What follows belongs to an exercise in optimizing a design on an open flow for a short achievable clock period; a production flow would make more cautious choices. In this exercise RTL edits were held to simulation tests only and were not proved equivalent to the original. No run shown here takes its clock network from TritonCTS; it comes from the design's own scripts or RTL. The flow treats the clock pin as an ideal source. Dropping or thinning the clock tree relies on that and would not hold on a real chip. Power is estimated from default activity; no workload was simulated.

==> flow/design.v <==
package vector_unit_pkg;
    typedef enum logic [1:0] {
        ESIZE_8  = 2'b00,
        ESIZE_16 = 2'b01
    } esize_t;
    typedef enum logic [3:0] {
        OP_VSRA       = 4'd0,
        OP_RND_VSRA   = 4'd1,
        OP_VSRL       = 4'd2,
        OP_RND_VSRL   = 4'd3,
        OP_VSLL       = 4'd4,
        OP_SAT_VSLL   = 4'd5,
        OP_VSATL_SMPR = 4'd6,
        OP_VSATL_RNDR = 4'd7,
        OP_VADD       = 4'd8,
        OP_VSUB       = 4'd9,
        OP_SAT_VADD   = 4'd10,
        OP_SAT_VSUB   = 4'd11
    } vunit_op_t;
    typedef enum logic [2:0] {
        VSRA, RND_VSRA, VSRL, RND_VSRL, VSLL, SAT_VSLL, VSATL_SMPR, VSATL_RNDR
    } vshift_uops_t;
    typedef enum logic [1:0] {
        VADD, VSUB, SAT_VADD, SAT_VSUB
    } vadd_uops_t;
endpackage : vector_unit_pkg
`timescale 1ns/1ps
module vu_lane_srl #(
    parameter bit E16 = 1'b1
) (
    input  logic [15:0] x,
    input  logic [3:0]  sa,
    input  logic [3:0]  sb,
    output logic [15:0] y
);
    localparam int W = E16 ? 16 : 8;
    logic [15:0] t;
    always_comb begin
        for (int j = 0; j < 16; j++) begin
            t[j] = 1'b0;
            for (int k = 0; k < 4; k++)
                if ((j % W) + k < W) t[j] = t[j] | (sa[k] & x[j+k]);
        end
        for (int j = 0; j < 16; j++) begin
            y[j] = 1'b0;
            for (int k = 0; k < (E16 ? 4 : 2); k++)
                if ((j % W) + 4*k < W) y[j] = y[j] | (sb[k] & t[j+4*k]);
        end
    end
endmodule
module vu_lane_sll #(
    parameter bit E16 = 1'b1
) (
    input  logic [15:0] x,
    input  logic [3:0]  sa,
    input  logic [3:0]  sb,
    output logic [15:0] y
);
    localparam int W = E16 ? 16 : 8;
    logic [15:0] t;
    always_comb begin
        for (int j = 0; j < 16; j++) begin
            t[j] = 1'b0;
            for (int k = 0; k < 4; k++)
                if ((j % W) - k >= 0) t[j] = t[j] | (sa[k] & x[j-k]);
        end
        for (int j = 0; j < 16; j++) begin
            y[j] = 1'b0;
            for (int k = 0; k < (E16 ? 4 : 2); k++)
                if ((j % W) - 4*k >= 0) y[j] = y[j] | (sb[k] & t[j-4*k]);
        end
    end
endmodule
module vu_mux2 #(
    parameter int W = 32
) (
    input  logic         s,
    input  logic [W-1:0] a,
    input  logic [W-1:0] b,
    output logic [W-1:0] y
);
    assign y = s ? b : a;
endmodule
module vu_rmux (
    input  logic [4:0]  adr,
    input  logic [31:0] opa,
    input  logic [31:0] opb,
    input  logic [5:0]  ctrl,
    input  logic [31:0] res,
    input  logic        ovf,
    output logic [31:0] y
);
    logic        ok;
    logic [31:0] m;
    assign ok = !adr[4] && !adr[1] && !adr[0];
    always_comb begin
        case (adr[3:2])
            2'd0: m = opa;
            2'd1: m = opb;
            2'd2: m = {26'b0, ctrl};
            default: m = res;
        endcase
        y = m & {32{ok}};
        y[1] = y[1] | (ovf && adr == 5'h10);
    end
endmodule
`timescale 1ns/1ps
module vu_lane_carry #(
    parameter bit SUB = 1'b0
) (
    input  logic [15:0] a,
    input  logic [15:0] b,
    input  logic        e16,
    output logic [15:0] c
);
    logic [15:0] g, t;
    vu_gen #(.SUB(SUB)) gen_i (.a(a), .b(b), .g(g), .t(t));
    vu_carry #(.CIN(SUB)) carry_i (.g(g), .t(t), .e16(e16), .c(c));
endmodule
module vu_load #(
    parameter int W = 32
) (
    input  logic         en,
    input  logic         clr,
    input  logic [W-1:0] d,
    input  logic [W-1:0] q,
    output logic [W-1:0] y
);
    assign y = en ? d : (clr ? '0 : q);
endmodule
module vu_gen #(
    parameter bit SUB = 1'b0
) (
    input  logic [15:0] a,
    input  logic [15:0] b,
    output logic [15:0] g,
    output logic [15:0] t
);
    assign g = a & (SUB ? ~b : b);
    assign t = a | (SUB ? ~b : b);
endmodule
module vu_carry #(
    parameter bit CIN = 1'b0
) (
    input  logic [15:0] g,
    input  logic [15:0] t,
    input  logic        e16,
    output logic [15:0] c
);
    always_comb begin
        logic [8:0] gl, tl;
        logic [7:0] gh, th;
        gl[0] = CIN;
        tl[0] = 1'b0;
        for (int i = 0; i < 8; i++) begin
            gl[i+1] = g[i];
            tl[i+1] = t[i];
        end
        for (int d = 1; d < 9; d = d * 2) begin
            logic [8:0] gn, tn;
            gn = gl;
            tn = tl;
            for (int i = d; i < 9; i++) begin
                gn[i] = gl[i] | (tl[i] & gl[i-d]);
                tn[i] = tl[i] & tl[i-d];
            end
            gl = gn;
            tl = tn;
        end
        gh = g[15:8];
        th = t[15:8];
        for (int d = 1; d < 8; d = d * 2) begin
            logic [7:0] gn, tn;
            gn = gh;
            tn = th;
            for (int i = d; i < 8; i++) begin
                gn[i] = gh[i] | (th[i] & gh[i-d]);
                tn[i] = th[i] & th[i-d];
            end
            gh = gn;
            th = tn;
        end
        for (int i = 0; i < 8; i++) c[i] = gl[i];
        c[8] = e16 ? gl[8] : CIN;
        for (int i = 9; i < 16; i++)
            c[i] = e16 ? (gh[i-9] | (th[i-9] & gl[8])) : (gh[i-9] | (th[i-9] & CIN));
    end
endmodule
module vu_pick5 #(
    parameter int W = 32
) (
    input  logic [4:0]  sel,
    input  logic [W-1:0] w0,
    input  logic [W-1:0] w1,
    input  logic [W-1:0] w2,
    input  logic [W-1:0] w3,
    input  logic [W-1:0] w4,
    output logic [W-1:0] y
);
    assign y = ({W{sel[0]}} & w0) | ({W{sel[1]}} & w1) | ({W{sel[2]}} & w2) |
               ({W{sel[3]}} & w3) | ({W{sel[4]}} & w4);
endmodule
module vu_pick4 #(
    parameter int W = 32
) (
    input  logic [3:0]   sel,
    input  logic [W-1:0] w0,
    input  logic [W-1:0] w1,
    input  logic [W-1:0] w2,
    input  logic [W-1:0] w3,
    output logic [W-1:0] y
);
    assign y = ({W{sel[0]}} & w0) | ({W{sel[1]}} & w1) | ({W{sel[2]}} & w2) |
               ({W{sel[3]}} & w3);
endmodule
module vu_or2 (
    input  logic a,
    input  logic b,
    output logic y
);
    assign y = a | b;
endmodule
module vu_pickn #(
    parameter int N = 8,
    parameter int W = 8
) (
    input  logic [N-1:0]   sel,
    input  logic [N*W-1:0] w,
    output logic [W-1:0]   y
);
    always_comb begin
        y = '0;
        for (int i = 0; i < N; i++) y = y | ({W{sel[i]}} & w[W*i +: W]);
    end
endmodule
module vu_stage2 #(
    parameter bit E16 = 1'b1
) (
    input  logic [15:0] q,
    input  logic [15:0] px,
    input  logic [1:0]  a2a,
    input  logic [1:0]  a2s,
    input  logic [1:0]  am,
    input  logic [1:0]  rr,
    input  logic [1:0]  hsh,
    input  logic [1:0]  h1,
    input  logic [1:0]  h0,
    output logic [15:0] y,
    output logic [1:0]  hit
);
    localparam int W = E16 ? 16 : 8;
    logic [3:0] nib;
    always_comb begin
        for (int b = 0; b < 4; b++) nib[b] = &q[4*b +: 4];
        hit = '0;
        for (int l = 0; l < 16 / W; l++)
            hit[E16 ? 1 : l] = hsh[E16 ? 1 : l] | (h1[E16 ? 1 : l] & q[W*l+W-1]) |
                               (h0[E16 ? 1 : l] & ~q[W*l+W-1]);
        for (int i = 0; i < 16; i++) begin
            logic all1, x;
            all1 = 1'b1;
            for (int b = 0; b < 4; b++)
                if (b >= (W * (i / W)) / 4 && b < i / 4) all1 = all1 & nib[b];
            for (int j = 0; j < 16; j++)
                if (j >= 4 * (i / 4) && j < i) all1 = all1 & q[j];
            x = (a2a[i / 8] & px[i]) | (a2s[i / 8] & ~px[i]) | (rr[E16 ? 1 : i / W] & all1);
            y[i] = hit[E16 ? 1 : i / W] ? ((i == W * (i / W) + W - 1) ? am[E16 ? 1 : i / W] : ~am[E16 ? 1 : i / W])
                                        : (q[i] ^ x);
        end
    end
endmodule
module vu_final (
    input  logic [7:0] s16,
    input  logic [7:0] s8,
    input  logic       sel16,
    input  logic       sel8,
    input  logic [7:0] p1,
    output logic [7:0] y
);
    assign y = ({8{sel16}} & s16) | ({8{sel8}} & s8) | p1;
endmodule
`timescale 1ns/1ps
module vu_cp #(
    parameter int W = 1
) (
    input  logic [W-1:0] d,
    output logic [W-1:0] y
);
    assign y = d;
endmodule
`timescale 1ns/1ps
module vector_unit_top (
    input  logic                  clk_i,
    input  logic                  rst_n_i,
    input  logic                  wb_cyc_i,
    input  logic                  wb_stb_i,
    input  logic                  wb_we_i,
    input  logic [5-1:0] wb_adr_i,
    input  logic [32-1:0] wb_dat_i,
    input  logic [3:0]            wb_sel_i,
    output logic [32-1:0] wb_dat_o,
    output logic                  wb_ack_o
);
    localparam int P_CA16 = 0;    
    localparam int P_CA8  = 1;    
    localparam int P_CS16 = 2;    
    localparam int P_CS8  = 3;    
    localparam int P_SL16 = 4;
    localparam int P_SL8  = 5;
    localparam int P_SR16 = 6;
    localparam int P_SR8  = 7;
    localparam int P_FL16 = 8;    
    localparam int P_FL8  = 9;
    localparam int NP     = 10;
    logic        ack_q;
    logic        wr_opa_q, wr_opb_q, wr_ctrl_q;
    logic        opa_v, opb_v, res_v;
    logic [31:0] opa_q, opb_q, result_q;
    logic [31:0] opas_q, opac_q, opbc_q;
    logic [5:0]  ctrl_q;
    logic        ovf_q;
    logic [3:0]  mag_q;
    logic [15:0] oh16_q, th16_q;
    logic [7:0]  oh8_q, th8_q;
    logic [63:0] shc_q;
    logic [31:0] presl16_q, presl8_q, presr16_q, presr8_q;
    logic [31:0] precy_a16_q, precy_a8_q, precy_s16_q, precy_s8_q, prexor_q;
    logic        dc_add_q, dc_add1_q, dc_round_q, dc_shsat_q, dc_addsat_q, dc_go_q;
    logic        e16_s;
    logic [3:0]  wrc_q, pgo_q;
    logic [NP-1:0] pk_q [4];
    logic [3:0]  a2c_q, sub2c_q;
    logic [3:0]  rr_q, hsh_q, h1_q, h0_q;
    logic        e16_2, v2_q;
    logic [3:0]  e16c2_q;
    logic req;
    assign req      = wb_cyc_i && wb_stb_i && !ack_q;
    assign wb_ack_o = ack_q;
    logic [31:0] rdata;
    vu_rmux rmux_i (
        .adr  (wb_adr_i),
        .opa  (opa_q & {32{opa_v}}),
        .opb  (opb_q & {32{opb_v}}),
        .ctrl (ctrl_q),
        .res  (result_q & {32{res_v}}),
        .ovf  (ovf_q),
        .y    (rdata)
    );
    always_ff @(posedge clk_i) begin
        wb_dat_o <= rdata;
    end
    logic [3:0] d;
    logic       neg, e16_in;
    logic       dc_add, dc_sub, dc_sll, dc_sr, dc_arith;
    assign d        = wb_dat_i[3:0];
    assign neg      = opb_q[4];
    assign e16_in   = wb_dat_i[5] | wb_dat_i[4];
    assign dc_add   =  d[3] & ~d[2];
    assign dc_sub   =  d[0];
    assign dc_sll   = ~d[3] &  d[2] & ~(d[1] & neg);
    assign dc_sr    = ~d[3] & (~d[2] | (d[1] & neg));
    assign dc_arith = (~d[2] & ~d[1]) | (d[2] & d[1] & neg);
    logic [NP-1:0] pk_d;
    always_comb begin
        pk_d = '0;
        pk_d[P_CA16] = dc_add & ~dc_sub &  e16_in;
        pk_d[P_CA8]  = dc_add & ~dc_sub & ~e16_in;
        pk_d[P_CS16] = dc_add &  dc_sub &  e16_in;
        pk_d[P_CS8]  = dc_add &  dc_sub & ~e16_in;
        pk_d[P_SL16] = dc_sll &  e16_in;
        pk_d[P_SL8]  = dc_sll & ~e16_in;
        pk_d[P_SR16] = dc_sr  &  e16_in;
        pk_d[P_SR8]  = dc_sr  & ~e16_in;
        pk_d[P_FL16] = dc_sr  & dc_arith &  e16_in;
        pk_d[P_FL8]  = dc_sr  & dc_arith & ~e16_in;
    end
    logic g_add1, g_round, g_shsat, g_addsat, g_go;
    assign g_add1   = wr_ctrl_q & dc_add1_q;
    assign g_round  = wr_ctrl_q & dc_round_q;
    assign g_shsat  = wr_ctrl_q & dc_shsat_q;
    assign g_addsat = wr_ctrl_q & dc_addsat_q;
    assign g_go     = wr_ctrl_q & dc_go_q;
    logic [31:0] sl16_w, sl8_w, sr16_w, sr8_w;
    logic [31:0] cy_a16_w, cy_a8_w, cy_s16_w, cy_s8_w;
    for (genvar h = 0; h < 2; h++) begin : g_pre
        vu_lane_srl #(.E16(1)) srl16_i (.x(opas_q[16*h +: 16]), .sa(shc_q[8*(4*h+0) +: 4]), .sb(shc_q[8*(4*h+0)+4 +: 4]), .y(sr16_w[16*h +: 16]));
        vu_lane_srl #(.E16(0)) srl8_i  (.x(opas_q[16*h +: 16]), .sa(shc_q[8*(4*h+1) +: 4]), .sb(shc_q[8*(4*h+1)+4 +: 4]), .y(sr8_w[16*h +: 16]));
        vu_lane_sll #(.E16(1)) sll16_i (.x(opas_q[16*h +: 16]), .sa(shc_q[8*(4*h+2) +: 4]), .sb(shc_q[8*(4*h+2)+4 +: 4]), .y(sl16_w[16*h +: 16]));
        vu_lane_sll #(.E16(0)) sll8_i  (.x(opas_q[16*h +: 16]), .sa(shc_q[8*(4*h+3) +: 4]), .sb(shc_q[8*(4*h+3)+4 +: 4]), .y(sl8_w[16*h +: 16]));
        vu_lane_carry #(.SUB(0)) ca16_i (.a(opac_q[16*h +: 16]), .b(opbc_q[16*h +: 16]), .e16(1'b1), .c(cy_a16_w[16*h +: 16]));
        vu_lane_carry #(.SUB(0)) ca8_i  (.a(opac_q[16*h +: 16]), .b(opbc_q[16*h +: 16]), .e16(1'b0), .c(cy_a8_w[16*h +: 16]));
        vu_lane_carry #(.SUB(1)) cs16_i (.a(opac_q[16*h +: 16]), .b(opbc_q[16*h +: 16]), .e16(1'b1), .c(cy_s16_w[16*h +: 16]));
        vu_lane_carry #(.SUB(1)) cs8_i  (.a(opac_q[16*h +: 16]), .b(opbc_q[16*h +: 16]), .e16(1'b0), .c(cy_s8_w[16*h +: 16]));
    end
    logic [31:0] fill16_w, fill8_w;
    always_comb begin
        for (int i = 0; i < 32; i++) begin
            fill16_w[i] = opa_q[16*(i/16)+15] & (i % 16 != 0) & th16_q[(i % 16) - 1 + (i % 16 == 0)];
            fill8_w[i]  = opa_q[8*(i/8)+7]    & (i % 8 != 0)  & th8_q[(i % 8) - 1 + (i % 8 == 0)];
        end
    end
    logic [3:0] rnd_w, sat_w, h1_w, h0_w;
    always_comb begin
        for (int i = 0; i < 4; i++) begin
            logic r8, s8, same;
            r8 = |(opa_q[8*i +: 7] & oh8_q[7:1]);
            s8 = |(opa_q[8*i +: 8] & th8_q);
            same = opa_q[8*i+7] ~^ (opb_q[8*i+7] ^ dc_add1_q);
            h1_w[i] = same & ~opa_q[8*i+7];
            h0_w[i] = same &  opa_q[8*i+7];
            if (i % 2 == 1) begin
                logic r16, s16;
                r16 = |(opa_q[16*(i/2) +: 15] & oh16_q[15:1]);
                s16 = |(opa_q[16*(i/2) +: 16] & th16_q);
                rnd_w[i] = e16_s ? r16 : r8;
                sat_w[i] = e16_s ? s16 : s8;
            end else begin
                rnd_w[i] = r8 & !e16_s;
                sat_w[i] = s8 & !e16_s;
                h1_w[i]  = h1_w[i] & !e16_s;
                h0_w[i]  = h0_w[i] & !e16_s;
            end
        end
    end
    logic [31:0] st2_16, st2_8;
    logic [3:0]  hit16, hit8, hit;
    for (genvar h = 0; h < 2; h++) begin : g_st2
        vu_stage2 #(.E16(1)) s16_i (
            .q   (result_q[16*h +: 16]), .px (prexor_q[16*h +: 16]), .a2a (a2c_q[2*h +: 2] & ~sub2c_q[2*h +: 2]), .a2s (a2c_q[2*h +: 2] & sub2c_q[2*h +: 2]),
            .am  ({opa_q[16*h+15], opa_q[16*h+7]}),
            .rr  (rr_q[2*h +: 2]), .hsh (hsh_q[2*h +: 2]), .h1 (h1_q[2*h +: 2]), .h0 (h0_q[2*h +: 2]),
            .y   (st2_16[16*h +: 16]), .hit (hit16[2*h +: 2]));
        vu_stage2 #(.E16(0)) s8_i (
            .q   (result_q[16*h +: 16]), .px (prexor_q[16*h +: 16]), .a2a (a2c_q[2*h +: 2] & ~sub2c_q[2*h +: 2]), .a2s (a2c_q[2*h +: 2] & sub2c_q[2*h +: 2]),
            .am  ({opa_q[16*h+15], opa_q[16*h+7]}),
            .rr  (rr_q[2*h +: 2]), .hsh (hsh_q[2*h +: 2]), .h1 (h1_q[2*h +: 2]), .h0 (h0_q[2*h +: 2]),
            .y   (st2_8[16*h +: 16]), .hit (hit8[2*h +: 2]));
    end
    assign hit = e16_2 ? (hit16 & 4'b1010) : hit8;
    logic [31:0] result_d;
    for (genvar k = 0; k < 4; k++) begin : g_pick
        logic [NP-1:0] sel;
        logic [7:0]    p1;
        logic          hold;
        always_comb
            for (int j = 0; j < NP; j++) sel[j] = wrc_q[k] & pk_q[k][j];
        assign hold = !(wrc_q[k] & pgo_q[k]);
        vu_pickn #(.N(NP), .W(8)) pick_i (
            .sel (sel),
            .w   ({fill8_w[8*k +: 8], fill16_w[8*k +: 8],
                   presr8_q[8*k +: 8], presr16_q[8*k +: 8],
                   presl8_q[8*k +: 8], presl16_q[8*k +: 8],
                   precy_s8_q[8*k +: 8], precy_s16_q[8*k +: 8],
                   precy_a8_q[8*k +: 8], precy_a16_q[8*k +: 8]}),
            .y   (p1)
        );
        vu_final fin_i (
            .s16   (st2_16[8*k +: 8]),
            .s8    (st2_8[8*k +: 8]),
            .sel16 (hold &  e16c2_q[k]),
            .sel8  (hold & !e16c2_q[k]),
            .p1    (p1),
            .y     (result_d[8*k +: 8])
        );
    end
    logic [31:0] opa_d, opb_d;
    vu_load #(.W(32)) lda_i (.en(wr_opa_q), .clr(!opa_v), .d(wb_dat_i), .q(opa_q), .y(opa_d));
    vu_load #(.W(32)) ldb_i (.en(wr_opb_q), .clr(!opb_v), .d(wb_dat_i), .q(opb_q), .y(opb_d));
    logic [31:0] opas_d, opac_d, opbc_d;
    vu_load #(.W(32)) ldas_i (.en(wr_opa_q), .clr(!opa_v), .d(wb_dat_i), .q(opas_q), .y(opas_d));
    vu_load #(.W(32)) ldac_i (.en(wr_opa_q), .clr(!opa_v), .d(wb_dat_i), .q(opac_q), .y(opac_d));
    vu_load #(.W(32)) ldbc_i (.en(wr_opb_q), .clr(!opb_v), .d(wb_dat_i), .q(opbc_q), .y(opbc_d));
    logic [3:0]  mag_d;
    logic [15:0] oh16_d, th16_d;
    logic [7:0]  oh8_d, th8_d;
    always_comb begin
        mag_d = opb_q[4] ? 4'(5'd0 - opb_q[4:0]) : opb_q[3:0];
        for (int k = 0; k < 16; k++) oh16_d[k] = (mag_q == 4'(k));
        for (int k = 0; k < 8; k++)  oh8_d[k]  = (mag_q[2:0] == 3'(k));
        for (int k = 0; k < 16; k++) begin
            th16_d[k] = 1'b0;
            for (int j = 15 - k; j < 16; j++) th16_d[k] = th16_d[k] | oh16_d[j];
        end
        for (int k = 0; k < 8; k++) begin
            th8_d[k] = 1'b0;
            for (int j = 7 - k; j < 8; j++) th8_d[k] = th8_d[k] | oh8_d[j];
        end
    end
    logic [63:0] shc_d;
    logic [7:0]  sel16_d, sel8_d;
    always_comb begin
        for (int k = 0; k < 4; k++) begin
            sel16_d[k]   = (mag_d[1:0] == 2'(k));
            sel16_d[4+k] = (mag_d[3:2] == 2'(k));
        end
        sel8_d = {2'b00, mag_d[2], !mag_d[2], sel16_d[3:0]};
    end
    for (genvar k = 0; k < 8; k++) begin : g_shc
        vu_cp #(.W(8)) cp_i (.d((k % 2 == 0) ? sel16_d : sel8_d), .y(shc_d[8*k +: 8]));
    end
    logic          wr_ctrl_d;
    logic [3:0]    wrc_d, pgo_d, a2c_d, sub2c_d, e16c2_d;
    logic [NP-1:0] pk_cd [4];
    assign wr_ctrl_d = req && wb_we_i && (wb_adr_i == 5'h08);
    for (genvar k = 0; k < 4; k++) begin : g_cp
        vu_cp #(.W(1))  wrc_i  (.d(wr_ctrl_d), .y(wrc_d[k]));
        vu_cp #(.W(1))  pgo_i  (.d(dc_add | dc_sll | dc_sr), .y(pgo_d[k]));
        vu_cp #(.W(NP)) pk_i   (.d(pk_d), .y(pk_cd[k]));
        vu_cp #(.W(1))  a2c_i  (.d(g_go & dc_add_q), .y(a2c_d[k]));
        vu_cp #(.W(1))  sub2c_i(.d(g_add1), .y(sub2c_d[k]));
        vu_cp #(.W(1))  e16c2_i(.d(e16_s), .y(e16c2_d[k]));
    end
    always_ff @(posedge clk_i or negedge rst_n_i) begin
        if (!rst_n_i) begin
            ack_q     <= 1'b0;
            wr_opa_q  <= 1'b0;
            wr_opb_q  <= 1'b0;
            wr_ctrl_q <= 1'b0;
            wrc_q     <= '0;
            opa_v     <= 1'b0;
            opb_v     <= 1'b0;
            res_v     <= 1'b0;
            v2_q      <= 1'b0;
            ctrl_q    <= '0;
            ovf_q     <= 1'b0;
        end else begin
            ack_q     <= req;
            wr_opa_q  <= req && wb_we_i && (wb_adr_i == 5'h00);
            wr_opb_q  <= req && wb_we_i && (wb_adr_i == 5'h04);
            wr_ctrl_q <= wr_ctrl_d;
            wrc_q     <= wrc_d;
            opa_v     <= opa_v | wr_opa_q;
            opb_v     <= opb_v | wr_opb_q;
            res_v     <= res_v | g_go;
            v2_q      <= g_go;
            if (wr_ctrl_q) ctrl_q <= wb_dat_i[5:0];
            if (v2_q) ovf_q <= |hit;
        end
    end
    always_ff @(posedge clk_i) begin
        opa_q       <= opa_d;
        opb_q       <= opb_d;
        opas_q      <= opas_d;
        opac_q      <= opac_d;
        opbc_q      <= opbc_d;
        result_q    <= result_d;
        mag_q       <= mag_d;
        oh16_q      <= oh16_d;
        th16_q      <= th16_d;
        oh8_q       <= oh8_d;
        th8_q       <= th8_d;
        shc_q       <= shc_d;
        presl16_q   <= sl16_w;
        presl8_q    <= sl8_w;
        presr16_q   <= sr16_w;
        presr8_q    <= sr8_w;
        precy_a16_q <= cy_a16_w;
        precy_a8_q  <= cy_a8_w;
        precy_s16_q <= cy_s16_w;
        precy_s8_q  <= cy_s8_w;
        prexor_q    <= opac_q ^ opbc_q;
        pgo_q       <= pgo_d;
        for (int k = 0; k < 4; k++) pk_q[k] <= pk_cd[k];
        dc_add_q    <= dc_add;
        dc_add1_q   <=  d[3] & ~d[2] &  d[0];
        dc_addsat_q <=  d[3] & ~d[2] &  d[1];
        dc_round_q  <= ~d[3] &  d[0] & (~d[2] | (d[1] & neg));
        dc_shsat_q  <= ~d[3] &  d[2] & ((~d[1] & d[0]) | (d[1] & ~neg));
        dc_go_q     <= dc_add | dc_sll | dc_sr;
        e16_s       <= e16_in;
        e16_2       <= e16_s;
        e16c2_q     <= e16c2_d;
        a2c_q       <= a2c_d;
        sub2c_q     <= sub2c_d;
        rr_q        <= rnd_w & {4{g_round}};
        hsh_q       <= sat_w & {4{g_shsat}};
        h1_q        <= h1_w & {4{g_addsat}};
        h0_q        <= h0_w & {4{g_addsat}};
    end
endmodule
==> flow/flow/run.sh <==
#!/bin/bash
# Own layout flow: the standard flow (standard.sh) for every step, with
# the clock tree that CTS builds swapped, inside the CTS step, for a
# two-level clock-inverter tree (post_cts.tcl sources clocktree.tcl), then
# legalized and repaired again. Each step's output goes to a log file here.
set -eo pipefail
cd "$(dirname "$0")/.."
flowdir=$(pwd)/flow
bash standard.sh synth > synth.log 2>&1
bash standard.sh floorplan place > place.log 2>&1
bash standard.sh POST_CTS_TCL="$flowdir/post_cts.tcl" cts > cts.log 2>&1
bash standard.sh finish > finish.log 2>&1
==> flow/flow/clocktree.tcl <==
# Replace the clock tree with two levels of clock inverters: the clock port
# drives NR root inverters, each of which drives a few of the NB leaf
# inverters, and each leaf drives one cluster of flip-flops. Both levels
# invert, so the flip-flops see the port's edge.
set BUF [expr {[info exists ::env(VU_CLK_BUF)] ? $::env(VU_CLK_BUF) : "sky130_fd_sc_hd__clkinv_16"}]
set block [ord::get_db_block]
set db [ord::get_db]
set root [$block findNet clk_i]

# Walk the existing tree from the port: buffers/loads to delete, sink pins to keep
set sinks {}
set old_insts {}
set old_nets {}
set todo [list $root]
while {[llength $todo]} {
  set net [lindex $todo 0]
  set todo [lrange $todo 1 end]
  foreach it [$net getITerms] {
    if {[$it isOutputSignal]} { continue }
    set inst [$it getInst]
    set m [[$inst getMaster] getName]
    if {[[$inst getMaster] isSequential] || [string match "*__df*" $m]} {
      lappend sinks $it
    } else {
      lappend old_insts $inst
      foreach ot [$inst getITerms] {
        if {[$ot isOutputSignal] && [$ot getNet] ne "NULL"} {
          lappend todo [$ot getNet]
          lappend old_nets [$ot getNet]
        }
      }
    }
  }
}
puts "clocktree: [llength $sinks] sinks, removing [llength $old_insts] cells and [llength $old_nets] nets"
foreach it $sinks { $it disconnect }
foreach inst $old_insts { odb::dbInst_destroy $inst }
foreach net $old_nets { odb::dbNet_destroy $net }

# Leaf cells: about 30 flip-flops each
set NB [expr {[info exists ::env(VU_CLK_BUFS)] ? $::env(VU_CLK_BUFS) : max(4, int(ceil([llength $sinks] / 30.0)))}]

# Sink positions (pin centres)
set pts {}
foreach it $sinks {
  set inst [$it getInst]
  set bb [$inst getBBox]
  lappend pts [list [expr {([$bb xMin] + [$bb xMax]) / 2.0}] [expr {([$bb yMin] + [$bb yMax]) / 2.0}]]
}
# k-means from a grid of seeds
set n [llength $pts]
set xs [lsort -real [lmap p $pts {lindex $p 0}]]
set ys [lsort -real [lmap p $pts {lindex $p 1}]]
set cent {}
set gx [expr {int(ceil(sqrt($NB)))}]
set gy [expr {int(ceil(double($NB) / $gx))}]
for {set k 0} {$k < $NB} {incr k} {
  set ix [expr {$k % $gx}]
  set iy [expr {$k / $gx}]
  lappend cent [list [lindex $xs [expr {int(($ix + 0.5) * $n / $gx)}]] [lindex $ys [expr {int(($iy + 0.5) * $n / $gy)}]]]
}
set cap [expr {int(ceil(double($n) / $NB)) + 2}]
for {set iter 0} {$iter < 30} {incr iter} {
  # balanced assignment: each point to its nearest centre with room left, farthest-first
  set cnt [lrepeat $NB 0]
  set asg [lrepeat $n -1]
  set items {}
  for {set i 0} {$i < $n} {incr i} {
    set p [lindex $pts $i]
    set best 1e30
    for {set k 0} {$k < $NB} {incr k} {
      set c [lindex $cent $k]
      set d [expr {abs([lindex $p 0] - [lindex $c 0]) + abs([lindex $p 1] - [lindex $c 1])}]
      if {$d < $best} { set best $d }
    }
    lappend items [list $i $best]
  }
  foreach item [lsort -real -decreasing -index 1 $items] {
    set i [lindex $item 0]
    set p [lindex $pts $i]
    set bk -1
    set best 1e30
    for {set k 0} {$k < $NB} {incr k} {
      if {[lindex $cnt $k] >= $cap} { continue }
      set c [lindex $cent $k]
      set d [expr {abs([lindex $p 0] - [lindex $c 0]) + abs([lindex $p 1] - [lindex $c 1])}]
      if {$d < $best} { set best $d; set bk $k }
    }
    lset asg $i $bk
    lset cnt $bk [expr {[lindex $cnt $bk] + 1}]
  }
  set sx [lrepeat $NB 0.0]
  set sy [lrepeat $NB 0.0]
  for {set i 0} {$i < $n} {incr i} {
    set k [lindex $asg $i]
    lset sx $k [expr {[lindex $sx $k] + [lindex $pts $i 0]}]
    lset sy $k [expr {[lindex $sy $k] + [lindex $pts $i 1]}]
  }
  for {set k 0} {$k < $NB} {incr k} {
    if {[lindex $cnt $k] > 0} {
      lset cent $k [list [expr {[lindex $sx $k] / [lindex $cnt $k]}] [expr {[lindex $sy $k] / [lindex $cnt $k]}]]
    }
  }
}
puts "clocktree: cluster sizes $cnt"

set master [$db findMaster $BUF]
$root setSigType CLOCK
# NR root cells on the port each drive a group of leaf cells; with
# inverters (VU_CLK_INV) both levels invert, so the flops see the port's edge
set NR [expr {[info exists ::env(VU_CLK_ROOTS)] ? $::env(VU_CLK_ROOTS) : 4}]
set RCELL [expr {[info exists ::env(VU_CLK_RCELL)] ? $::env(VU_CLK_RCELL) : $BUF}]
set rmaster [$db findMaster $RCELL]
set inpin [expr {[string match "*clkinv*" $BUF] ? "A" : "A"}]
set outpin [expr {[string match "*clkinv*" $BUF] ? "Y" : "X"}]
set rin "A"
set rout [expr {[string match "*clkinv*" $RCELL] ? "Y" : "X"}]
# group leaves by x order of their centres
set lorder {}
for {set k 0} {$k < $NB} {incr k} { lappend lorder [list $k [lindex $cent $k 0] [lindex $cent $k 1]] }
set lorder [lsort -real -index 1 $lorder]
for {set r 0} {$r < $NR} {incr r} {
  set rinst [odb::dbInst_create $block $rmaster "vu_clkroot_$r"]
  set rnet [odb::dbNet_create $block "vu_clkroot_net_$r"]
  $rnet setSigType CLOCK
  [$rinst findITerm $rin] connect $root
  [$rinst findITerm $rout] connect $rnet
  set rx 0.0; set ry 0.0; set cntr 0
  for {set j $r} {$j < $NB} {incr j $NR} {
    set k [lindex $lorder $j 0]
    set leafroot($k) $rnet
    set rx [expr {$rx + [lindex $cent $k 0]}]; set ry [expr {$ry + [lindex $cent $k 1]}]; incr cntr
  }
  $rinst setLocation [expr {int($rx / $cntr) - [$rmaster getWidth] / 2}] [expr {int($ry / $cntr) - [$rmaster getHeight] / 2}]
  $rinst setPlacementStatus PLACED
}
for {set k 0} {$k < $NB} {incr k} {
  set inst [odb::dbInst_create $block $master "vu_clkbuf_$k"]
  set net [odb::dbNet_create $block "vu_clknet_$k"]
  $net setSigType CLOCK
  [$inst findITerm $inpin] connect $leafroot($k)
  [$inst findITerm $outpin] connect $net
  set c [lindex $cent $k]
  $inst setLocation [expr {int([lindex $c 0]) - [$master getWidth] / 2}] [expr {int([lindex $c 1]) - [$master getHeight] / 2}]
  $inst setPlacementStatus PLACED
  set nets($k) $net
}
for {set i 0} {$i < $n} {incr i} {
  [lindex $sinks $i] connect $nets([lindex $asg $i])
}
==> flow/flow/post_cts.tcl <==
# Runs inside ORFS's CTS step after its own tree and repair: swap the tree
# for a two-level inverter tree (clocktree.tcl), legalize, repair again.
source [file join [file dirname [info script]] clocktree.tcl]
detailed_placement
estimate_parasitics -placement
report_clock_skew
repair_timing_helper
detailed_placement
check_placement -verbose
estimate_parasitics -placement
report_clock_skew
report_checks -path_delay max -format full_clock_expanded
==> flow/standard.sh <==
#!/bin/bash
# synth_recipe.tcl (not shown) runs the flow's synth.tcl, then flattens the netlist and writes it again
# the make line also repeats each setting of config.mk as NAME=value (left out here)
make -C /OpenROAD-flow-scripts/flow DESIGN_CONFIG=/design/flow/config.mk WORK_HOME=/design/flow/orfs CLKGATE_MAP_FILE= SYNTH_SCRIPT=/design/flow/synth_recipe.tcl "${@:-finish}"
==> flow/config.mk <==
export PLATFORM = sky130hd
export DESIGN_NAME = vector_unit_top
export DESIGN_NICKNAME = vector_unit_top
export VERILOG_FILES = /design/flow/design.v
export SDC_FILE = /design/flow/constraint.sdc
export NUM_CORES = 4
export LEC_CHECK = 0
export CAP_MARGIN = 20
export CORE_MARGIN = 2
export CORE_UTILIZATION = 40
export SETUP_SLACK_MARGIN = 2.4
export SLEW_MARGIN = 20
export SYNTH_HIERARCHICAL = 1
==> flow/constraint.sdc <==
create_clock -name core_clock -period 4.0 [get_ports {clk_i}]
set_input_delay 0.8000 -clock core_clock [delete_from_list [all_inputs] [get_ports {clk_i}]]
set_output_delay 0.8000 -clock core_clock [all_outputs]
set_load 0.01 [all_outputs]
==> results of run 1 <==
-- area by class of cell --
type / instances / share of cell area, %
sequential: 715 / 38.3
inverter: 99 / 2.91
antenna: 1 / 0.00652
timing repair buffer: 248 / 5.82
tap: 1155 / 3.77
multi-input combinational: 2425 / 49.2
-- worst paths after layout --
check                                 endpoint  slack (ns)  depth (start not counted)
max                        result_q[6]$_DFF_P_        1.87                          6
min                           mag_q[0]$_DFF_P_        0.43                          0
max reg2reg                result_q[6]$_DFF_P_        1.87                          6
min reg2reg                   mag_q[0]$_DFF_P_        0.43                          0
max in group asynchronous      opa_v$_DFF_PN0_        2.56                          1
min in group asynchronous      ack_q$_DFF_PN0_        0.73                          1
-- worst reg2reg max path, delay by kind of cell, from the launching register on --
| family | cells | cell delay, ns |
|---|---|---|
| AOI/OAI and AO/OA | 3 | 0.83 |
| and+or+nand+nor | 2 | 0.48 |
| DFF | 1 | 0.52 |
| buffers and inverters | 1 | 0.19 |
-- stage by stage --
step                      util [%]  worst slack (ns)  area [um^2]
after detailed placement      40.3              1.15        34900
after global routing          44.4              1.91        38400
after global placement        40.3              1.24        34900
final                         44.4              1.87        38400
after floorplan                  -              2.25        35100
-- routing by layer --
metal | up-vias | global-route usage, % | wire length, um
met5 | - | 0 | 0
met4 | 0 | 6.44 | 3790
met3 | 158 | 3.50 | 8640
met2 | 1109 | 38.7 | 51900
met1 | 13675 | 36.6 | 53600
li1 | 12676 | - | -
-- power by group --
part / switching, uW / total, uW / leakage [uW] / internal, uW
Clock: 2930 / 3440 / 0.000320 / 516
Sequential: 234 / 7450 / 0.00594 / 7220
Combinational: 433 / 784 / 0.00873 / 352
Total: 3600 / 11700 / 0.0150 / 8080
-- cell usage in the layout (no fill, tap or decap), types with 35 or more instances in the layout --
cell / instances
a22oi_1: 196
and2_1: 195
dfxtp_2: 60
o21ai_0: 82
a21oi_1: 69
nand2b_1: 66
o21ai_1: 70
nand3_1: 53
nor2b_1: 46
buf_4: 125
nor2b_2: 50
o21a_1: 39
nand2_1: 163
dfxtp_4: 56
xor2_1: 54
mux2i_1: 52
or2_1: 72
and2_2: 71
nand4_1: 57
dfxtp_1: 580
a22o_1: 281
a221o_1: 46
and2_4: 35
buf_6: 37
a21o_1: 61
a22oi_2: 64
inv_1: 61
==> reports/qor.txt, run 1 <==
status - finished clean
first-pass GRT wire length - 170 mm
CP startpoint - wrc_q[0]$_DFF_PN0_
hold path start - opb_q[0]$_DFF_P_
# nets final - 3,537
minimum clock period - 2.14 ns
DRC violations left - 0
Final Max Tran Viols - 0
antenna violations before repair - 2
# port buffers - 74
post-detail-place hpwl - 79.4 mm
Mapped Cells - 3,511
Final Instance Count excl. Fillers - 4,643
Vias/cell - 5.95
Layout area overhead - 10.5%
row cnt - 108
area of the multi-input gates - 18,900 um^2
filler instances - 8,237
hold slack - 0.426 ns
Cell Area, Synth - 34,700 um^2
CP Data Required Time - 4.20 ns
Core ar. - 86,500 um^2
VDD IR max - 0.000666 V
max FFs per register - 56
Max Cap Viol - 0
worst reg2reg startpoint - wrc_q[0]$_DFF_PN0_
HP Class - reg -> reg
register area - 14,700 um^2
share of cells above drive strength 1 - 26.3%
max incr delay on CP - 0.52 ns
CP Class - reg -> reg
top flop regs - shc_q x56, pk_q x40
clock slew at reported path FFs - 0.10 ns
Final Wtd Congestion - 0.896
largest net degree at the start of global routing - 49
CP startpoint kind - register
vias in the first global route - 25,232
slowest CP cell - dfrtp_2
Final Hold Fails - 0
Initial Util - 40.2%
Wirelength per Cell - 25.4 um
Iteration-0 DRC Markers - 2,850
Worst Path Buf+Inv - 1
Die Ht - 299 um
pwr/cell area - 304 nW/um^2
Leak - 0.0150 uW
syn avg cell area - 9.90 um^2
RSZ-0062 raised after global routing - yes
Worst-Skew Late Latency - 0.32 ns
Worst-Margin Slew - 0.959 ns
setup TNS - 0 ns
via count - 27,618
count of final setup violators - 0
CTS sink count - 715
Clock Skews - 0.0400 ns
total power - 11,700 uW
worst-path cell chain - buf_6 -> and2_4 -> a22o_1 -> a221oi_2 -> nand4_1 -> a221o_1
Max Clk Rate - 0.468 GHz
Routed Antenna Nets - 0
GRT Residual Overflow - 0
Worst path top cell family by delay - compound AO/OA/AOI/OAI gates
Placed Instances - 4,453
Tcrit/Tclk final - 53.4%
Chip Width - 299 um
All-Layer GR Usage - 25.0%
die area - 89,200 um^2
Max-Slew Margin vs Limit - 36.1%
WP data arrival - 2.34 ns
total wire length - 118 mm
Max FO, Critical Path - 6
synth warn - 20
Critical Path Sink Type - register
DRT Pass-1 Iters - 6
Ports - 79
Largest Register - shc_q
==> run 2: changes to the inputs <==
--- a/flow/design.v
+++ b/flow/design.v
@@ -277,5 +277,6 @@
     input  logic [7:0] p1,
+    input  logic       en1,
     output logic [7:0] y
 );
-    assign y = ({8{sel16}} & s16) | ({8{sel8}} & s8) | p1;
+    assign y = ({8{sel16}} & s16) | ({8{sel8}} & s8) | ({8{en1}} & p1);
 endmodule
@@ -327,2 +328,3 @@
     logic [31:0] precy_a16_q, precy_a8_q, precy_s16_q, precy_s8_q, prexor_q;
+    logic [31:0] prefl16_q, prefl8_q;
     logic        dc_add_q, dc_add1_q, dc_round_q, dc_shsat_q, dc_addsat_q, dc_go_q;
@@ -397,4 +399,22 @@
         for (int i = 0; i < 32; i++) begin
-            fill16_w[i] = opa_q[16*(i/16)+15] & (i % 16 != 0) & th16_q[(i % 16) - 1 + (i % 16 == 0)];
-            fill8_w[i]  = opa_q[8*(i/8)+7]    & (i % 8 != 0)  & th8_q[(i % 8) - 1 + (i % 8 == 0)];
+            logic [3:0] sa16, sb16, sa8, sb8;
+            logic       ge16, ge8;
+            sa16 = shc_q[8*(4*(i/16)+0) +: 4];
+            sb16 = shc_q[8*(4*(i/16)+0)+4 +: 4];
+            sa8  = shc_q[8*(4*(i/16)+1) +: 4];
+            sb8  = shc_q[8*(4*(i/16)+1)+4 +: 4];
+            ge16 = 1'b0;
+            ge8  = 1'b0;
+            for (int hj = 0; hj < 4; hj++) begin
+                if (i % 16 != 0 && hj > (16 - i % 16) / 4) ge16 = ge16 | sb16[hj];
+                if (i % 8 != 0 && hj > (8 - i % 8) / 4)   ge8  = ge8  | sb8[hj];
+                for (int lj = 0; lj < 4; lj++) begin
+                    if (i % 16 != 0 && hj == (16 - i % 16) / 4 && lj >= (16 - i % 16) % 4)
+                        ge16 = ge16 | (sb16[hj] & sa16[lj]);
+                    if (i % 8 != 0 && hj == (8 - i % 8) / 4 && lj >= (8 - i % 8) % 4)
+                        ge8 = ge8 | (sb8[hj] & sa8[lj]);
+                end
+            end
+            fill16_w[i] = opas_q[16*(i/16)+15] & ge16;
+            fill8_w[i]  = opas_q[8*(i/8)+7]    & ge8;
         end
@@ -444,4 +464,3 @@
         logic          hold;
-        always_comb
-            for (int j = 0; j < NP; j++) sel[j] = wrc_q[k] & pk_q[k][j];
+        assign sel  = pk_q[k];
         assign hold = !(wrc_q[k] & pgo_q[k]);
@@ -449,3 +468,3 @@
             .sel (sel),
-            .w   ({fill8_w[8*k +: 8], fill16_w[8*k +: 8],
+            .w   ({prefl8_q[8*k +: 8], prefl16_q[8*k +: 8],
                    presr8_q[8*k +: 8], presr16_q[8*k +: 8],
@@ -462,2 +481,3 @@
             .p1    (p1),
+            .en1   (wrc_q[k]),
             .y     (result_d[8*k +: 8])
@@ -561,2 +581,4 @@
         prexor_q    <= opac_q ^ opbc_q;
+        prefl16_q   <= fill16_w;
+        prefl8_q    <= fill8_w;
         pgo_q       <= pgo_d;
==> run 2 against run 1 <==
Effect of this change:
- still clean on timing, DRC and antenna
- wire length rose by 1.3%
- clock skew rose by 0.020 ns
- global-route usage fell by 0.70 points
- register-to-register slack improved by 0.35 ns
- combinational power rose by 49%
- area after synthesis rose by 3.8%
- flip-flop and latch count rose by 62
- final cell count rose by 4.7%
- sequential share of layout area rose by 0.73 points
- synthesized cell count rose by 2.9%
- critical endpoint is now result_q[18]$_DFF_P_
==> reports/qor.txt, run 2 <==
status - finished clean
VDD IR max - 0.000526 V (-21%)
WHS Endpoint - mag_q[0]$_DFF_P_
total power - 12,900 uW (+11%)
Cell Area, Synth - 36,100 um^2 (+3.8%)
# port buffers - 74 (unchanged)
syn avg cell area - 9.98 um^2 (+0.85%)
slowest CP cell - dfxtp_2
first-pass GRT wire length - 176 mm (+3.3%)
GRT Residual Overflow - 0 (unchanged)
antenna violations before repair - 2 (unchanged)
Worst-Margin Slew - 0.807 ns (-0.152 ns)
Core ar. - 89,700 um^2 (+3.8%)
worst-path cell chain - nor2b_4 -> buf_6 -> mux2_4 -> a31oi_2 -> xor2_1 -> o21ai_1 -> a222oi_1 -> inv_1
max FFs per register - 60 (+7.1%)
Layout area overhead - 13.9%
Final Hold Fails - 0 (unchanged)
Leak - 0.0164 uW (+9.7%)
Reg-to-Reg End - result_q[18]$_DFF_P_
most common cell after layout, fill and taps aside - dfxtp_1
top flop regs - shc_q x60, pk_q x40
via count - 28,788 (+4.2%)
Die Ht - 304 um (+1.8%)
Place WS - 1.38 ns (+0.225 ns)
largest net degree at the start of global routing - 56 (+14%)
Max-Slew Margin vs Limit - 46.2% (+10 points)
hold path start - opb_q[0]$_DFF_P_
share of cells above drive strength 1 - 27.6% (+1.3 points)
Pint - 8900 uW (+10%)
die area - 92,600 um^2 (+3.7%)
Iteration-0 DRC Markers - 3,285 (+15%)
Worst-Skew Late Latency - 0.36 ns (+0.04 ns)
filler instances - 8,300 (+0.76%)
Routed Antenna Nets - 0 (unchanged)
Final Wtd Congestion - 0.924 (+3.1%)
total wire length - 119 mm (+1.3%)
clock network power share - 28.5% (-1.0 points)
CP Class - reg -> reg
minimum clock period - 1.78 ns (-0.352 ns)
DRC violations left - 0 (unchanged)
synth warn - 20 (unchanged)
Chip Width - 304 um (+1.8%)
Clock Skews - 0.0602 ns (+0.0202 ns)
Worst Path Buf+Inv - 2 (+1)
Tcrit/Tclk final - 44.6% (-8.8 points)
CP Data Required Time - 4.21 ns (about the same)
Reg power frac - 62.5% (-1.3 points)
Mapped Cells - 3,613 (+2.9%)
switching part of the total - 31.1% (+0.34 points)
Max FO, Critical Path - 5 (-1)
Comb power frac - 9.1% (+2.4 points)
Ports - 79 (unchanged)
RSZ-0062 raised after global routing - yes
most frequent cells in the layout - dfxtp_1, a22o_1, a22oi_1
Worst path top cell family by delay - compound AO/OA/AOI/OAI gates
vias in the first global route - 27,146 (+7.6%)
post-detail-place hpwl - 77.1 mm (-2.9%)
Wirelength per Cell - 24.6 um (-3.2%)
row cnt - 110 (+1.9%)
pwr/cell area - 314 nW/um^2 (+3.3%)
CP startpoint kind - register
post-layout instance area - 41,100 um^2 (+7.0%)
All-Layer GR Usage - 24.3% (-0.70 points)
Final Max Tran Viols - 0 (unchanged)
Initial Util - 40.2% (about the same)
Hold Crit Depth - 0 (unchanged)
final setup margin - 2.22 ns (+0.352 ns)
Max Cap Viol - 0 (unchanged)
net switching power - 4020 uW (+12%)
Largest Register - shc_q
worst reg2reg startpoint - a2c_q[2]$_DFF_P_
r2r worst-path depth - 8 (+2)
Area after DPL - 36,300 um^2 (+4.2%)
max incr delay on CP - 0.33 ns (-0.19 ns)
HP Class - reg -> reg
CTS sink count - 777 (+8.7%)
Vias/cell - 5.92 (-0.42%)
CP startpoint - a2c_q[2]$_DFF_P_
Critical Path Sink Type - register
count of final setup violators - 0 (unchanged)
WP data arrival - 1.99 ns (-0.35 ns)
clock slew at reported path FFs - 0.10 ns (about the same)
Max Clk Rate - 0.561 GHz (+20%)
R2R setup slack - 2.22 ns (+0.35 ns)
setup TNS - 0 ns (unchanged)
DRT Pass-1 Iters - 8 (+2)
# nets final - 3,733 (+5.5%)
[run 2: routing by layer]
metal / vias up / wire length (um) / GRT usage, %
li1: 13248 / - / -
met2: 1133 / 54500 / 39.2
met1: 14167 / 52900 / 33.5
met4: 2 / 4670 / 7.96
met3: 238 / 7420 / 3.36
met5: - / 13 / 0
[run 2: power by group through the flow]
stage               Combinational [uW]  Sequential (uW)  Clock (uW)
floorplan                          615             8200           0
global placement                   703             8340           0
detailed placement                 708             8340           0
global route                      1240             8090        4030
finish                            1170             8070        3680
[run 2: worst max path at each step]
| stage | endpoint | cells past startpoint | slack (ns) |
|---|---|---|---|
| after floorplan | wb_dat_o[5]$_DFF_P_ | 4 | 2.25 |
| after global placement | wb_dat_o[15]$_DFF_P_ | 5 | 1.38 |
| after detailed placement | wb_dat_o[26]$_DFF_P_ | 4 | 1.38 |
| after global routing | result_q[18]$_DFF_P_ | 8 | 2.09 |
| final | result_q[18]$_DFF_P_ | 8 | 2.22 |
[run 2: stage by stage]
stage	std cells	hold WS (ns)	utilization (%)
6_report	4860	0.402	45.8
5_1_grt	4859	0.405	45.8
3_5_place_dp	4586	0.394	40.5
3_3_place_gp	4586	0.384	40.5
2_1_floorplan	3639	0.373	-
[run 2: cell type report]
class | count | area [um^2] | share of cell area, %
inverters | 133 | 1310 | 3.18
well taps | 1176 | 1470 | 3.58
flip-flops and latches | 777 | 16000 | 39.1
repair buffers | 320 | 3040 | 7.39
multi-input cells | 2453 | 19200 | 46.8
diodes | 1 | 2.50 | 0.00609
==> run 3: changes to the inputs <==
--- a/flow/design.v
+++ b/flow/design.v
@@ -239,2 +239,3 @@
     input  logic [15:0] q,
+    input  logic [3:0]  nib,
     input  logic [15:0] px,
@@ -244,5 +245,4 @@
     input  logic [1:0]  rr,
-    input  logic [1:0]  hsh,
-    input  logic [1:0]  h1,
-    input  logic [1:0]  h0,
+    input  logic [1:0]  hh1,
+    input  logic [1:0]  hh0,
     output logic [15:0] y,
@@ -251,9 +251,6 @@
     localparam int W = E16 ? 16 : 8;
-    logic [3:0] nib;
     always_comb begin
-        for (int b = 0; b < 4; b++) nib[b] = &q[4*b +: 4];
         hit = '0;
         for (int l = 0; l < 16 / W; l++)
-            hit[E16 ? 1 : l] = hsh[E16 ? 1 : l] | (h1[E16 ? 1 : l] & q[W*l+W-1]) |
-                               (h0[E16 ? 1 : l] & ~q[W*l+W-1]);
+            hit[E16 ? 1 : l] = q[W*l+W-1] ? hh1[E16 ? 1 : l] : hh0[E16 ? 1 : l];
         for (int i = 0; i < 16; i++) begin
@@ -319,2 +316,3 @@
     logic [31:0] opa_q, opb_q, result_q;
+    logic [7:0]  nib_q;
     logic [31:0] opas_q, opac_q, opbc_q;
@@ -334,3 +332,3 @@
     logic [3:0]  a2c_q, sub2c_q;
-    logic [3:0]  rr_q, hsh_q, h1_q, h0_q;
+    logic [3:0]  rr_q, hh1_q, hh0_q;
     logic        e16_2, v2_q;
@@ -448,10 +446,10 @@
         vu_stage2 #(.E16(1)) s16_i (
-            .q   (result_q[16*h +: 16]), .px (prexor_q[16*h +: 16]), .a2a (a2c_q[2*h +: 2] & ~sub2c_q[2*h +: 2]), .a2s (a2c_q[2*h +: 2] & sub2c_q[2*h +: 2]),
+            .q   (result_q[16*h +: 16]), .nib (nib_q[4*h +: 4]), .px (prexor_q[16*h +: 16]), .a2a (a2c_q[2*h +: 2]), .a2s (sub2c_q[2*h +: 2]),
             .am  ({opa_q[16*h+15], opa_q[16*h+7]}),
-            .rr  (rr_q[2*h +: 2]), .hsh (hsh_q[2*h +: 2]), .h1 (h1_q[2*h +: 2]), .h0 (h0_q[2*h +: 2]),
+            .rr  (rr_q[2*h +: 2]), .hh1 (hh1_q[2*h +: 2]), .hh0 (hh0_q[2*h +: 2]),
             .y   (st2_16[16*h +: 16]), .hit (hit16[2*h +: 2]));
         vu_stage2 #(.E16(0)) s8_i (
-            .q   (result_q[16*h +: 16]), .px (prexor_q[16*h +: 16]), .a2a (a2c_q[2*h +: 2] & ~sub2c_q[2*h +: 2]), .a2s (a2c_q[2*h +: 2] & sub2c_q[2*h +: 2]),
+            .q   (result_q[16*h +: 16]), .nib (nib_q[4*h +: 4]), .px (prexor_q[16*h +: 16]), .a2a (a2c_q[2*h +: 2]), .a2s (sub2c_q[2*h +: 2]),
             .am  ({opa_q[16*h+15], opa_q[16*h+7]}),
-            .rr  (rr_q[2*h +: 2]), .hsh (hsh_q[2*h +: 2]), .h1 (h1_q[2*h +: 2]), .h0 (h0_q[2*h +: 2]),
+            .rr  (rr_q[2*h +: 2]), .hh1 (hh1_q[2*h +: 2]), .hh0 (hh0_q[2*h +: 2]),
             .y   (st2_8[16*h +: 16]), .hit (hit8[2*h +: 2]));
@@ -460,2 +458,3 @@
     logic [31:0] result_d;
+    logic [7:0]  nib_d;
     for (genvar k = 0; k < 4; k++) begin : g_pick
@@ -475,2 +474,4 @@
         );
+        assign nib_d[2*k]   = &p1[3:0];
+        assign nib_d[2*k+1] = &p1[7:4];
         vu_final fin_i (
@@ -528,3 +529,3 @@
         vu_cp #(.W(NP)) pk_i   (.d(pk_d), .y(pk_cd[k]));
-        vu_cp #(.W(1))  a2c_i  (.d(g_go & dc_add_q), .y(a2c_d[k]));
+        vu_cp #(.W(1))  a2c_i  (.d(g_go & dc_add_q & !dc_add1_q), .y(a2c_d[k]));
         vu_cp #(.W(1))  sub2c_i(.d(g_add1), .y(sub2c_d[k]));
@@ -566,2 +567,3 @@
         result_q    <= result_d;
+        nib_q       <= nib_d;
         mag_q       <= mag_d;
@@ -597,5 +599,4 @@
         rr_q        <= rnd_w & {4{g_round}};
-        hsh_q       <= sat_w & {4{g_shsat}};
-        h1_q        <= h1_w & {4{g_addsat}};
-        h0_q        <= h0_w & {4{g_addsat}};
+        hh1_q       <= (sat_w & {4{g_shsat}}) | (h1_w & {4{g_addsat}});
+        hh0_q       <= (sat_w & {4{g_shsat}}) | (h0_w & {4{g_addsat}});
     end
--- a/flow/flow/clocktree.tcl
+++ b/flow/flow/clocktree.tcl
@@ -40,3 +40,4 @@
 # Leaf cells: about 30 flip-flops each
-set NB [expr {[info exists ::env(VU_CLK_BUFS)] ? $::env(VU_CLK_BUFS) : max(4, int(ceil([llength $sinks] / 30.0)))}]
+set NR [expr {[info exists ::env(VU_CLK_ROOTS)] ? $::env(VU_CLK_ROOTS) : 4}]
+set NB [expr {[info exists ::env(VU_CLK_BUFS)] ? $::env(VU_CLK_BUFS) : $NR * max(1, int(ceil([llength $sinks] / (28.0 * $NR))))}]
 
@@ -61,3 +62,3 @@
 }
-set cap [expr {int(ceil(double($n) / $NB)) + 2}]
+set cap [expr {int(ceil(double($n) / $NB))}]
 for {set iter 0} {$iter < 30} {incr iter} {
@@ -110,3 +111,2 @@
 # inverters (VU_CLK_INV) both levels invert, so the flops see the port's edge
-set NR [expr {[info exists ::env(VU_CLK_ROOTS)] ? $::env(VU_CLK_ROOTS) : 4}]
 set RCELL [expr {[info exists ::env(VU_CLK_RCELL)] ? $::env(VU_CLK_RCELL) : $BUF}]
==> run 3 against run 2 <==
Effect of this change:
- via count barely moved
- first-iteration DRC count fell by 2.2%
- still clean on timing, DRC and antenna
- fmax rose by 3.5%
- critical endpoint is now result_q[3]$_DFF_P_
- clock power rose by 5%
- combinational power fell by 11%
- critical path type unchanged
- die area fell by 0.28%
- clock skew fell by 0.035 ns
==> reports/qor.txt, run 3 <==
Critical Path Sink Type - register
CP Class - reg -> reg
GRT Residual Overflow - 0 (unchanged)
Most Frequent Cell on Critical Path - buf_6
largest net degree at the start of global routing - 37 (-34%)
Vias/cell - 5.96 (+0.54%)
clock slew at reported path FFs - 0.10 ns (about the same)
share of cells above drive strength 1 - 25.4% (-2.2 points)
total wire length - 121 mm (+1.7%)
die area - 92,300 um^2 (-0.28%)
WP data arrival - 1.96 ns (-0.03 ns)
DRT Pass-1 Iters - 9 (+1)
Max-Slew Margin vs Limit - 35.2% (-11 points)
slowest CP cell - dfxtp_4
# nets final - 3,715 (-0.48%)
row cnt - 109 (-0.91%)
setup TNS - 0 ns (unchanged)
Final Instance Count excl. Fillers - 4,832 (-0.58%)
hold slack - 0.394 ns (-0.00820 ns)
vias in the first global route - 26,874 (-1.0%)
Final Wtd Congestion - 0.929 (+0.52%)
VDD IR max - 0.000572 V (+8.8%)
post-layout instance area - 40,400 um^2 (-1.7%)
post-detail-place hpwl - 79.2 mm (+2.7%)
CP startpoint kind - register
first-pass GRT wire length - 178 mm (+1.1%)
CP Data Required Time - 4.24 ns (+0.03 ns)
All-Layer GR Usage - 24.9% (+0.55 points)
Mapped Cells - 3,632 (+0.53%)
top flop regs - shc_q x60, pk_q x40
max incr delay on CP - 0.39 ns (+0.06 ns)
most frequent cells in the layout - dfxtp_1, a22o_1, a22oi_1
Wirelength per Cell - 25.1 um (+2.3%)
Largest Register - shc_q
Max FO, Critical Path - 7 (+2)
pwr/cell area - 322 nW/um^2 (+2.6%)
Worst-Skew Late Latency - 0.35 ns (about the same)
RSZ-0062 raised after global routing - yes
Routed Antenna Nets - 0 (unchanged)
Placed Instances - 4,599 (+0.28%)
HP Class - reg -> reg
Layout area overhead - 12.3%
met3 routed WL - 7.67 mm (+3.4%)
Pint - 8920 uW (+0.27%)
count of final setup violators - 0 (unchanged)
CTS sink count - 779 (+0.26%)
Die Ht - 304 um (-0.14%)
# port buffers - 74 (unchanged)
worst-path cell chain - buf_6 -> buf_6 -> buf_4 -> mux2i_1 -> and4_1 -> a211o_1 -> a222oi_1 -> inv_1
minimum clock period - 1.72 ns (-0.0602 ns)
Ports - 79 (unchanged)
Chip Width - 304 um (-0.14%)
synth warn - 20 (unchanged)
Worst-Margin Slew - 0.972 ns (+0.165 ns)
net switching power - 4100 uW (+1.9%)
DRC violations left - 0 (unchanged)
Clock Skews - 0.0255 ns (-0.0348 ns)
Tcrit/Tclk final - 43.1% (-1.5 points)
Initial Util - 40.5% (+0.32 points)
Leak - 0.0162 uW (-1.3%)
Final Hold Fails - 0 (unchanged)
max FFs per register - 60 (unchanged)
switching part of the total - 31.5% (+0.36 points)
final setup margin - 2.28 ns (+0.0602 ns)
Place WS - 1.19 ns (-0.183 ns)
Cell Area, Synth - 36,000 um^2 (-0.28%)
Max Cap Viol - 0 (unchanged)
Max Clk Rate - 0.581 GHz (+3.5%)
Max Used Layer - met4
Comb power frac - 8.0% (-1.1 points)
Reg power frac - 62.4% (about the same)
met2 WL - 54.0 mm (-0.79%)
DRT met1 WL - 54.5 mm (+3.0%)
status - finished clean
antenna violations before repair - 0 (-2)
Core ar. - 88,800 um^2 (-1.1%)
via count - 28,777 (-0.038%)
syn avg cell area - 9.90 um^2 (-0.81%)
Area after DPL - 36,100 um^2 (-0.61%)
Iteration-0 DRC Markers - 3,213 (-2.2%)
filler instances - 8,291 (-0.11%)
most common cell after layout, fill and taps aside - dfxtp_1
Final Max Tran Viols - 0 (unchanged)
clock network power share - 29.6% (+1.1 points)
run 3: power by group through the flow:
stage          registers, uW  clock network [uW]  logic [uW]
3_3_place_gp            8300                   0         771
6_report                8120                3860        1040
2_1_floorplan           8180                   0         650
5_1_grt                 8140                4240        1110
3_5_place_dp            8300                   0         778
run 3: critical path: cells and delay by family, from the launching register on:
kind | cells | cell delay [ns]
AO/OA/AOI/OAI | 2 | 0.54
buffers and inverters | 4 | 0.40
flip-flops | 1 | 0.39
multiplexers | 1 | 0.07
AND/OR/NAND/NOR | 1 | 0.21
run 3: stage by stage:
stage	utilization, %	total power [uW]
global route	45.5	13500
floorplan	-	8830
finish	45.5	13000
detailed placement	40.7	9080
global placement	40.7	9070
run 3: layer usage:
| metal | track usage [%] | up-vias |
|---|---|---|
| met3 | 2.89 | 206 |
| met1 | 35.2 | 14152 |
| met4 | 8.98 | 0 |
| li1 | - | 13213 |
| met2 | 39.1 | 1206 |
| met5 | 0 | - |
run 3: path summary, 6_finish.rpt:
| kind | from | to | slack [ns] | cells past startpoint |
|---|---|---|---|---|
| worst min-delay path | opb_q[0]$_DFF_P_ | mag_q[0]$_DFF_P_ | 0.39 | 0 |
| min in group asynchronous | rst_n_i | ack_q$_DFF_PN0_ | 0.68 | 1 |
| worst max-delay path | sub2c_q[0]$_DFF_P_ | result_q[3]$_DFF_P_ | 2.28 | 8 |
| max in group asynchronous | rst_n_i | wr_opb_q$_DFF_PN0_ | 2.62 | 1 |
| worst min register to register | opb_q[0]$_DFF_P_ | mag_q[0]$_DFF_P_ | 0.39 | 0 |
| worst max register to register | sub2c_q[0]$_DFF_P_ | result_q[3]$_DFF_P_ | 2.28 | 8 |
run 3: final cells by class:
type	instances	area (um^2)	share of cell area, %
multi-input cells	2460	18800	46.6
flip-flops and latches	779	16100	39.8
repair buffers	283	2640	6.54
well taps	1165	1460	3.61
inverters	143	1390	3.44
diodes	2	5.00	0.0124

-- afterwards: timing with drivers on the ports --
How much do the figures lean on ideal ports? The routed layouts below were timed once more, with nothing changed but the port constraints. Step 1 (the two cells are an assumption about what drives the block):
set clk [get_ports {clk_i}]
set_driving_cell -lib_cell sky130_fd_sc_hd__clkbuf_16 $clk
set_driving_cell -lib_cell sky130_fd_sc_hd__buf_2 [delete_from_list [all_inputs] $clk]
Step 2 also shifts input and output timing later by t, the mid clock arrival at the registers, as if the neighbouring blocks saw the same clock. Slacks: no drivers / after step 1 / after step 2; pairs: no drivers / after step 1.
| run | t, ns | slack for setup (ns) | latest minus earliest clock arrival (ns) | pins driven straight from the clock port |
|---|---|---|---|---|
| run 1 | 0.526 | 1.865 / 1.865 / 1.865 | 0.048 / 0.048 | 4 |
| run 2 | 0.551 | 2.217 / 2.129 / 2.022 | 0.064 / 0.064 | 4 |
| run 3 | 0.569 | 2.278 / 2.097 / 2.033 | 0.028 / 0.028 | 4 |
After both steps setup and hold are still met in every run listed. For run 3, which loses most, drivers alone change the setup slack by -0.181 ns; drivers and shift together by -0.245 ns.
